This design comes from an exercise in tuning for small area, a short achievable clock period and few clock cycles per item on the open sky130 flow, not from production work.
In this exercise RTL edits were held to simulation tests only and were not proved equivalent to the original.

`flow/config.mk`:
```
export PLATFORM = sky130hd
export DESIGN_NAME = date_seconds_of_year_converter_unit
export DESIGN_NICKNAME = date_seconds_of_year_converter_unit
export VERILOG_FILES = /design/flow/design.v
export SDC_FILE = /design/flow/constraint.sdc
export NUM_CORES = 4
export LEC_CHECK = 0
export CAP_MARGIN = 20
export CORE_MARGIN = 2
export CORE_UTILIZATION = 40
export SLEW_MARGIN = 20
```
`flow/constraint.sdc`:
```
create_clock -name core_clock -period 9.0 [get_ports {i_clk}]
set_input_delay 1.8000 -clock core_clock [delete_from_list [all_inputs] [get_ports {i_clk}]]
set_output_delay 1.8000 -clock core_clock [all_outputs]
set_load 0.01 [all_outputs]
```
`flow/design.v`:
```
`timescale 1ns / 1ps
`default_nettype none
package dsoyc_pkg;
    localparam int unsigned WYear    = 14;
    localparam int unsigned WMonth   = 4;
    localparam int unsigned WDay     = 5;
    localparam int unsigned WHour    = 5;
    localparam int unsigned WMinute  = 6;
    localparam int unsigned WSecond  = 6;
    localparam int unsigned WSeconds = 25;
    localparam int unsigned WDayNum  = 9;
    localparam int unsigned WTod     = 17;
    localparam logic [WYear-1:0]    YearMax  = 14'd9999;
    localparam logic [WSeconds-1:0] SecsMax  = 25'd31708799;
    localparam logic [WDayNum-1:0]  LastDayCommon = 9'd365;
    localparam logic [WDayNum-1:0]  LastDayLeap   = 9'd366;
    localparam logic [14:0] Div25Mul  = 15'd20972;
    localparam int unsigned Div25Sh   = 19;
    localparam logic [18:0] Div675Mul = 19'd397683;
    localparam int unsigned Div675Sh  = 28;
    localparam logic [12:0] Div225Mul = 13'd4661;
    localparam int unsigned Div225Sh  = 20;
    localparam logic [14:0] Div15Mul  = 15'd17477;
    localparam int unsigned Div15Sh   = 18;
    localparam logic [WMonth-1:0] MonthJan = 4'd1;
    localparam logic [WMonth-1:0] MonthMar = 4'd3;
    localparam logic [WMonth-1:0] MonthDec = 4'd12;
    function automatic logic [WDayNum-1:0] month_offset(input logic [WMonth-1:0] m,
                                                        input logic leap);
        logic [WDayNum-1:0] o;
        case (m)
            4'd1:    o = 9'd0;
            4'd2:    o = 9'd31;
            4'd3:    o = 9'd59;
            4'd4:    o = 9'd90;
            4'd5:    o = 9'd120;
            4'd6:    o = 9'd151;
            4'd7:    o = 9'd181;
            4'd8:    o = 9'd212;
            4'd9:    o = 9'd243;
            4'd10:   o = 9'd273;
            4'd11:   o = 9'd304;
            4'd12:   o = 9'd334;
            default: o = 9'd0;
        endcase
        if (leap && (m >= MonthMar) && (m <= MonthDec)) begin
            o = o + 9'd1;
        end
        month_offset = o;
    endfunction
endpackage
`default_nettype wire
`timescale 1ns / 1ps
`default_nettype none
module date_seconds_of_year_converter_unit (
    input  logic                            i_clk,
    input  logic                            i_rst_n,
    input  logic                            i_in_valid,
    output logic                            o_in_ready,
    input  logic                            i_in_mode,
    input  logic [dsoyc_pkg::WYear-1:0]     i_in_year,
    input  logic [dsoyc_pkg::WMonth-1:0]    i_in_month,
    input  logic [dsoyc_pkg::WDay-1:0]      i_in_day,
    input  logic [dsoyc_pkg::WHour-1:0]     i_in_hour,
    input  logic [dsoyc_pkg::WMinute-1:0]   i_in_minute,
    input  logic [dsoyc_pkg::WSecond-1:0]   i_in_second,
    input  logic [dsoyc_pkg::WSeconds-1:0]  i_in_seconds,
    output logic                            o_out_valid,
    input  logic                            i_out_ready,
    output logic [dsoyc_pkg::WSeconds-1:0]  o_out_seconds,
    output logic [dsoyc_pkg::WMonth-1:0]    o_out_month,
    output logic [dsoyc_pkg::WDay-1:0]      o_out_day,
    output logic [dsoyc_pkg::WHour-1:0]     o_out_hour,
    output logic [dsoyc_pkg::WMinute-1:0]   o_out_minute,
    output logic [dsoyc_pkg::WSecond-1:0]   o_out_second,
    output logic                            o_out_range_error
);
    logic r_s1_valid, r_s2_valid, r_s3_valid;
    logic adv1, adv2, adv3;
    assign adv3 = !r_s3_valid || i_out_ready;
    assign adv2 = !r_s2_valid || adv3;
    assign adv1 = !r_s1_valid || adv2;
    assign o_in_ready = adv1;
    logic                                r_s1_mode;
    logic [dsoyc_pkg::WYear-1:0]         r_s1_year;
    logic [dsoyc_pkg::WMonth-1:0]        r_s1_month;
    logic [dsoyc_pkg::WDay-1:0]          r_s1_day;
    logic [dsoyc_pkg::WHour-1:0]         r_s1_hour;
    logic [dsoyc_pkg::WMinute-1:0]       r_s1_minute;
    logic [dsoyc_pkg::WSecond-1:0]       r_s1_second;
    logic [dsoyc_pkg::WSeconds-1:0]      r_s1_seconds;
    logic                                r_s2_mode;
    logic                                r_s2_leap;
    logic                                r_s2_err;
    logic [dsoyc_pkg::WMonth-1:0]        r_s2_month;
    logic [dsoyc_pkg::WDay-1:0]          r_s2_day;
    logic [dsoyc_pkg::WTod-1:0]          r_s2_tsec;
    logic [dsoyc_pkg::WDayNum-1:0]       r_s2_dnum;
    logic [dsoyc_pkg::WTod-1:0]          r_s2_tod;
    logic [dsoyc_pkg::WSeconds-1:0]      r_s3_seconds;
    logic [dsoyc_pkg::WMonth-1:0]        r_s3_month;
    logic [dsoyc_pkg::WDay-1:0]          r_s3_day;
    logic [dsoyc_pkg::WHour-1:0]         r_s3_hour;
    logic [dsoyc_pkg::WMinute-1:0]       r_s3_minute;
    logic [dsoyc_pkg::WSecond-1:0]       r_s3_second;
    logic                                r_s3_err;
    logic [28:0]                         n_yprod;
    logic [9:0]                          n_yq;
    logic [dsoyc_pkg::WYear-1:0]         n_yq25;
    logic                                n_y25zero;
    logic                                n_s2_leap;
    logic                                n_err0;
    logic                                n_err1;
    logic                                n_s2_err;
    logic [dsoyc_pkg::WTod-1:0]          n_s2_tsec;
    logic [36:0]                         n_dprod;
    logic [dsoyc_pkg::WDayNum-1:0]       n_s2_dnum;
    logic [dsoyc_pkg::WSeconds-1:0]      n_dsec;
    logic [dsoyc_pkg::WTod-1:0]          n_s2_tod;
    logic [dsoyc_pkg::WDayNum-1:0]       n_last;
    always_comb begin
        n_yprod   = 29'(r_s1_year) * 29'(dsoyc_pkg::Div25Mul);
        n_yq      = n_yprod[28:dsoyc_pkg::Div25Sh];
        n_yq25    = 14'({n_yq, 4'b0000}) + 14'({n_yq, 3'b000}) + 14'(n_yq);
        n_y25zero = (r_s1_year == n_yq25);
        n_s2_leap = ((r_s1_year[1:0] == 2'b00) && !n_y25zero) ||
                    ((r_s1_year[3:0] == 4'b0000) && n_y25zero);
        n_err0 = (r_s1_year > dsoyc_pkg::YearMax) || (r_s1_month < dsoyc_pkg::MonthJan) ||
                 (r_s1_month > dsoyc_pkg::MonthDec) || (r_s1_day == 5'd0) ||
                 (r_s1_hour > 5'd23) || (r_s1_minute > 6'd59) || (r_s1_second > 6'd59);
        n_s2_tsec = 17'(r_s1_hour) * 17'd3600 + 17'(r_s1_minute) * 17'd60 +
                    17'(r_s1_second);
        n_dprod   = 37'(r_s1_seconds[24:7]) * 37'(dsoyc_pkg::Div675Mul);
        n_s2_dnum = n_dprod[36:dsoyc_pkg::Div675Sh];
        n_dsec    = 25'(n_s2_dnum) * 25'd86400;
        n_s2_tod  = 17'(r_s1_seconds - n_dsec);
        n_last    = n_s2_leap ? dsoyc_pkg::LastDayLeap : dsoyc_pkg::LastDayCommon;
        n_err1    = (r_s1_year > dsoyc_pkg::YearMax) || (r_s1_seconds > dsoyc_pkg::SecsMax) ||
                    (n_s2_dnum > n_last);
        n_s2_err  = r_s1_mode ? n_err1 : n_err0;
    end
    logic [dsoyc_pkg::WDayNum-1:0]       n_days;
    logic [dsoyc_pkg::WSeconds-1:0]      n_secs;
    logic [dsoyc_pkg::WMonth-1:0]        n_mon;
    logic [dsoyc_pkg::WDayNum-1:0]       n_dom;
    logic [25:0]                         n_hprod;
    logic [dsoyc_pkg::WHour-1:0]         n_hr;
    logic [29:0]                         n_mprod;
    logic [10:0]                         n_tm;
    logic [10:0]                         n_mi;
    logic [dsoyc_pkg::WTod-1:0]          n_se;
    logic [dsoyc_pkg::WSeconds-1:0]      n_s3_seconds;
    logic [dsoyc_pkg::WMonth-1:0]        n_s3_month;
    logic [dsoyc_pkg::WDay-1:0]          n_s3_day;
    logic [dsoyc_pkg::WHour-1:0]         n_s3_hour;
    logic [dsoyc_pkg::WMinute-1:0]       n_s3_minute;
    logic [dsoyc_pkg::WSecond-1:0]       n_s3_second;
    always_comb begin
        n_days = 9'(r_s2_day) + dsoyc_pkg::month_offset(r_s2_month, r_s2_leap);
        n_secs = 25'(n_days) * 25'd86400 + 25'(r_s2_tsec);
        n_mon = 4'd0;
        for (int i = 1; i <= 12; i++) begin
            if (dsoyc_pkg::month_offset(4'(i), r_s2_leap) < r_s2_dnum) begin
                n_mon = 4'(i);
            end
        end
        n_dom = r_s2_dnum - dsoyc_pkg::month_offset(n_mon, r_s2_leap);
        n_hprod = 26'(r_s2_tod[16:4]) * 26'(dsoyc_pkg::Div225Mul);
        n_hr    = n_hprod[24:dsoyc_pkg::Div225Sh];
        n_mprod = 30'(r_s2_tod[16:2]) * 30'(dsoyc_pkg::Div15Mul);
        n_tm    = n_mprod[28:dsoyc_pkg::Div15Sh];
        n_mi    = n_tm - 11'(n_hr) * 11'd60;
        n_se    = r_s2_tod - 17'(n_tm) * 17'd60;
        n_s3_seconds = '0;
        n_s3_month   = '0;
        n_s3_day     = '0;
        n_s3_hour    = '0;
        n_s3_minute  = '0;
        n_s3_second  = '0;
        if (!r_s2_err) begin
            if (!r_s2_mode) begin
                n_s3_seconds = n_secs;
            end else begin
                n_s3_month  = n_mon;
                n_s3_day    = n_dom[4:0];
                n_s3_hour   = n_hr;
                n_s3_minute = n_mi[5:0];
                n_s3_second = n_se[5:0];
            end
        end
    end
    always_ff @(posedge i_clk) begin
        if (!i_rst_n) begin
            r_s1_valid <= 1'b0;
            r_s2_valid <= 1'b0;
            r_s3_valid <= 1'b0;
        end else begin
            if (adv1) begin
                r_s1_valid <= i_in_valid;
            end
            if (adv2) begin
                r_s2_valid <= r_s1_valid;
            end
            if (adv3) begin
                r_s3_valid <= r_s2_valid;
            end
        end
    end
    always_ff @(posedge i_clk) begin
        if (adv1) begin
            r_s1_mode    <= i_in_mode;
            r_s1_year    <= i_in_year;
            r_s1_month   <= i_in_month;
            r_s1_day     <= i_in_day;
            r_s1_hour    <= i_in_hour;
            r_s1_minute  <= i_in_minute;
            r_s1_second  <= i_in_second;
            r_s1_seconds <= i_in_seconds;
        end
        if (adv2) begin
            r_s2_mode  <= r_s1_mode;
            r_s2_leap  <= n_s2_leap;
            r_s2_err   <= n_s2_err;
            r_s2_month <= r_s1_month;
            r_s2_day   <= r_s1_day;
            r_s2_tsec  <= n_s2_tsec;
            r_s2_dnum  <= n_s2_dnum;
            r_s2_tod   <= n_s2_tod;
        end
        if (adv3) begin
            r_s3_seconds <= n_s3_seconds;
            r_s3_month   <= n_s3_month;
            r_s3_day     <= n_s3_day;
            r_s3_hour    <= n_s3_hour;
            r_s3_minute  <= n_s3_minute;
            r_s3_second  <= n_s3_second;
            r_s3_err     <= r_s2_err;
        end
    end
    assign o_out_valid       = r_s3_valid;
    assign o_out_seconds     = r_s3_seconds;
    assign o_out_month       = r_s3_month;
    assign o_out_day         = r_s3_day;
    assign o_out_hour        = r_s3_hour;
    assign o_out_minute      = r_s3_minute;
    assign o_out_second      = r_s3_second;
    assign o_out_range_error = r_s3_err;
endmodule
`default_nettype wire
```
`flow/run.sh`:
```
#!/bin/bash
# synth_recipe.tcl (not shown) runs the flow's synth.tcl, then flattens the netlist and writes it again
# the make line also repeats each setting of config.mk as NAME=value (left out here)
make -C /OpenROAD-flow-scripts/flow DESIGN_CONFIG=/design/flow/config.mk WORK_HOME=/design/flow/orfs CLKGATE_MAP_FILE= SYNTH_SCRIPT=/design/flow/synth_recipe.tcl finish
```
==> reports/metrics.cfg <==
[synthesis]
ys_seq_area_share_pct=20.68
synth_commonest_cells=ha_1 (640), inv_1 (610), fa_1 (254)
synth-warning-count=1
yosys-top-cells-area=ha_1 (30%), edfxtp_1 (20%), fa_1 (19%), inv_1 (8.7%), xnor2_1 (3.5%)
synth_nets=3491
synth_cell_type_count=82
ys.flop_type=edfxtp_1
syn_area_per_cell_sq_um=10.40
synth_top_area_share_pct=30.47
synth_edf_count=173
synth_area_sq_um=26280
yosys.area.top_type=ha_1
async_flop_share_pct=0
synthCells=2527
yosysMostFrequentCell=ha_1
ys_seq_elements=185

[layout]
fillers=6091
final_cell_area_sq_um=29560
drive_above_1_share_pct=4.744
final_net_count=3670
area_growth_pct=12.47

[route]
wire_per_inst_microns=16.01
drtAntennaViolNets=0
firstDrtPassIters=5
finalWirelength_microns=57240
drc=0
avgViaCountPerCell=4.897
drt_iter0_drc=722
vias=17510

[critical_path]
required_ps=9230
startpoint_type=flip-flop
startpoint=r_s1_seconds[22]$_DFFE_PP_
critPathMaxStageDelay_ps=550
crit_buf_inv=6
r2r-start=r_s1_seconds[22]$_DFFE_PP_
critPathCaptureType=flip-flop
crit_arrival_ps=8930
critical_path_class=reg -> reg
worstPathMaxFanout=3
cpMostUsedCell=fa_1
critPathTopFamily=adder cells
slowest_stage=fa_1

[global_routing]
grt_use_total_pct=17.71
antenna_found_initial=1
grt_first_pass_wirelength_microns=95010
grt_pass1_vias=18560
grt_max_degree=67
globalRoute.totalOverflow=0

[floorplan]
dieArea_sq_um=67770
dieHeight_microns=260.3
rows=93
pin_count=124
initial_core_util_pct=40.62
die_width_microns=260.3
core-area_sq_um=64700

[timing]
slew_headroom_pct=33.84
fmax_mhz=115.0
fin_setup_tns_ps=0
worst-slew-pin-transition_ps=992.4
finalSetupViolations=0
hold_viol=0
slew_viol_final=0
finClkSkew_ps=24.50
worst_slack_ps=300.9
min_period_ps=8699
hold_ws_ps=422.3
fin_crit_sh_pct=96.66

[place]
port_buffers=123
hpwl_microns=49060
placed_cell_area_sq_um=28770
pre_cts_ws_ps=-38.11
routabilityCongestion=0.8813

[clock_network]
clock_latency_ps=490
cts_sinks=185
clockRootBuffer=clkbuf_16
path_clk_slew_ps=80
cts_buffer_depth=2
tritoncts=built
h-tree-depth=4
cts_hold_repair.buffers=0
cts_buffers=17

[hold_path]
min-delay-start=r_s1_second[0]$_DFFE_PP_
worst_hold_path_type=reg -> reg

[run]
drv_cap=0

[outcome]
status=timing/DRC/antenna clean

[worst reg2reg max path: cells and delay by family, from the launching register on]
family / cells / cell delay [ps]
adders and majority gates: 12 / 5220
buffers and inverters: 6 / 300
AOI/OAI and AO/OA: 6 / 1130
xor gates and xnor gates: 4 / 610
and+or+nand+nor: 7 / 740
DFF: 1 / 430
[flip-flops by register name, summed over array words and instances (netlist names), 9 cells and up, named ones only]
signal,flops
r_s1_year,14
r_s2_dnum,9
r_s1_seconds,25
r_s2_tsec,17
r_s2_tod,17
r_s3_seconds,25
[worst paths after layout]
kind | end | slack [ps] | cells past startpoint
worst min-delay path | r_s2_tsec[0]$_DFFE_PP_ | 420 | 0
worst max-delay path | r_s2_tod[16]$_DFFE_PP_ | 300 | 35
worst max register to register | r_s2_tod[16]$_DFFE_PP_ | 300 | 35
worst min register to register | r_s2_tsec[0]$_DFFE_PP_ | 420 | 0
[kinds of logic (layout without fill, tap and decap cells)]
kind of cell | count (synthesis) | count (layout) | synth area share [%]
muxes | 9 | 9 | 0.3476
AOI/OAI and AO/OA | 322 | 322 | 8.313
DFF | 185 | 185 | 20.68
and+or+nand+nor | 337 | 337 | 6.518
other | 0 | 1 | 0
xor gates and xnor gates | 155 | 155 | 5.375
buffers and inverters | 625 | 817 | 8.946
adders and majority gates | 894 | 894 | 49.82
[through the flow]
stage          util [%]  instances
6_report          45.69       3575
4_1_cts           45.35       3556
3_3_place_gp      44.47       3523
3_5_place_dp      44.47       3523
2_1_floorplan         -       2527
5_1_grt           45.69       3575
[metal layers]
metal	vias to the layer above	GRT usage, %	part of all wire (%)
li1	8779	-	-
met1	8496	23.82	48
met2	181	30.32	48
met3	51	2.078	2.2
met4	0	4.429	1.7
met5	-	0	0
[layout make-up]
cell class | instances | area [sq um] | area share [%]
inverter | 612 | 2297 | 7.772
timing repair buffer | 173 | 1607 | 5.435
tap | 855 | 1070 | 3.619
sequential | 185 | 5435 | 18.39
multi-input combinational | 1717 | 18580 | 62.87
antenna | 1 | 2.502 | 0.008466
clock buffer | 18 | 429.2 | 1.452
clock inverter | 14 | 135.1 | 0.4572
[timing repair]
action,in CTS,in global routing
setup endpoints to repair,1,2
setup buffers,1,18
pin swaps,3,14
resized for setup,0,18
[layout by cell type, fill, tap and decap left out, types with 7 or more instances in the layout]
master           instances
mux2i_1                  8
clkdlybuf4s50_1        123
fa_1                   254
nor3_1                  25
clkbuf_16               17
dfxtp_1                 12
o21ai_0                 45
o21bai_1                22
buf_4                   50
inv_1                  606
a211oi_1                10
nand4_1                 22
xnor2_1                106
and3_1                   9
ha_1                   636
a31oi_1                 11
xor2_1                  45
or3_1                    7
nand3_1                 23
o21a_1                  15
o211ai_1                13
a21oi_1                 85
edfxtp_1               173
nor2b_1                 15
a21o_1                  34
nor4_1                  10
nor2_1                  94
or2_2                    8
nand2b_1                 8
and2_1                  27
nand2_1                 60
Testbench counts, summed over its fixed seeds: cycles 24,024, items 24,000.

-- afterwards: timing with drivers on the ports --
The results above use ideal ports. As a check the final layout listed here was re-extracted and re-timed, cells and wires unchanged.
Step 1: set_driving_cell puts a clkbuf_16 on i_clk and a buf_2 on each other input, an assumption about the parent block.
Step 2 also shifts input and output timing later by t, the mid clock arrival at the registers, as if the neighbouring blocks saw the same clock.
Slacks: ideal ports / drivers / drivers and shift; pairs: ideal ports / drivers.
t, ns: 0.538
slack for setup (ns): 0.301 / 0.301 / 0.301
hold WS [ns]: 0.422 / 0.422 / 0.422
worst setup path after step 2: register to register
After both steps setup and hold are still met in this run. For this run, drivers alone change the setup slack by 0.000 ns; drivers and shift together by 0.000 ns.
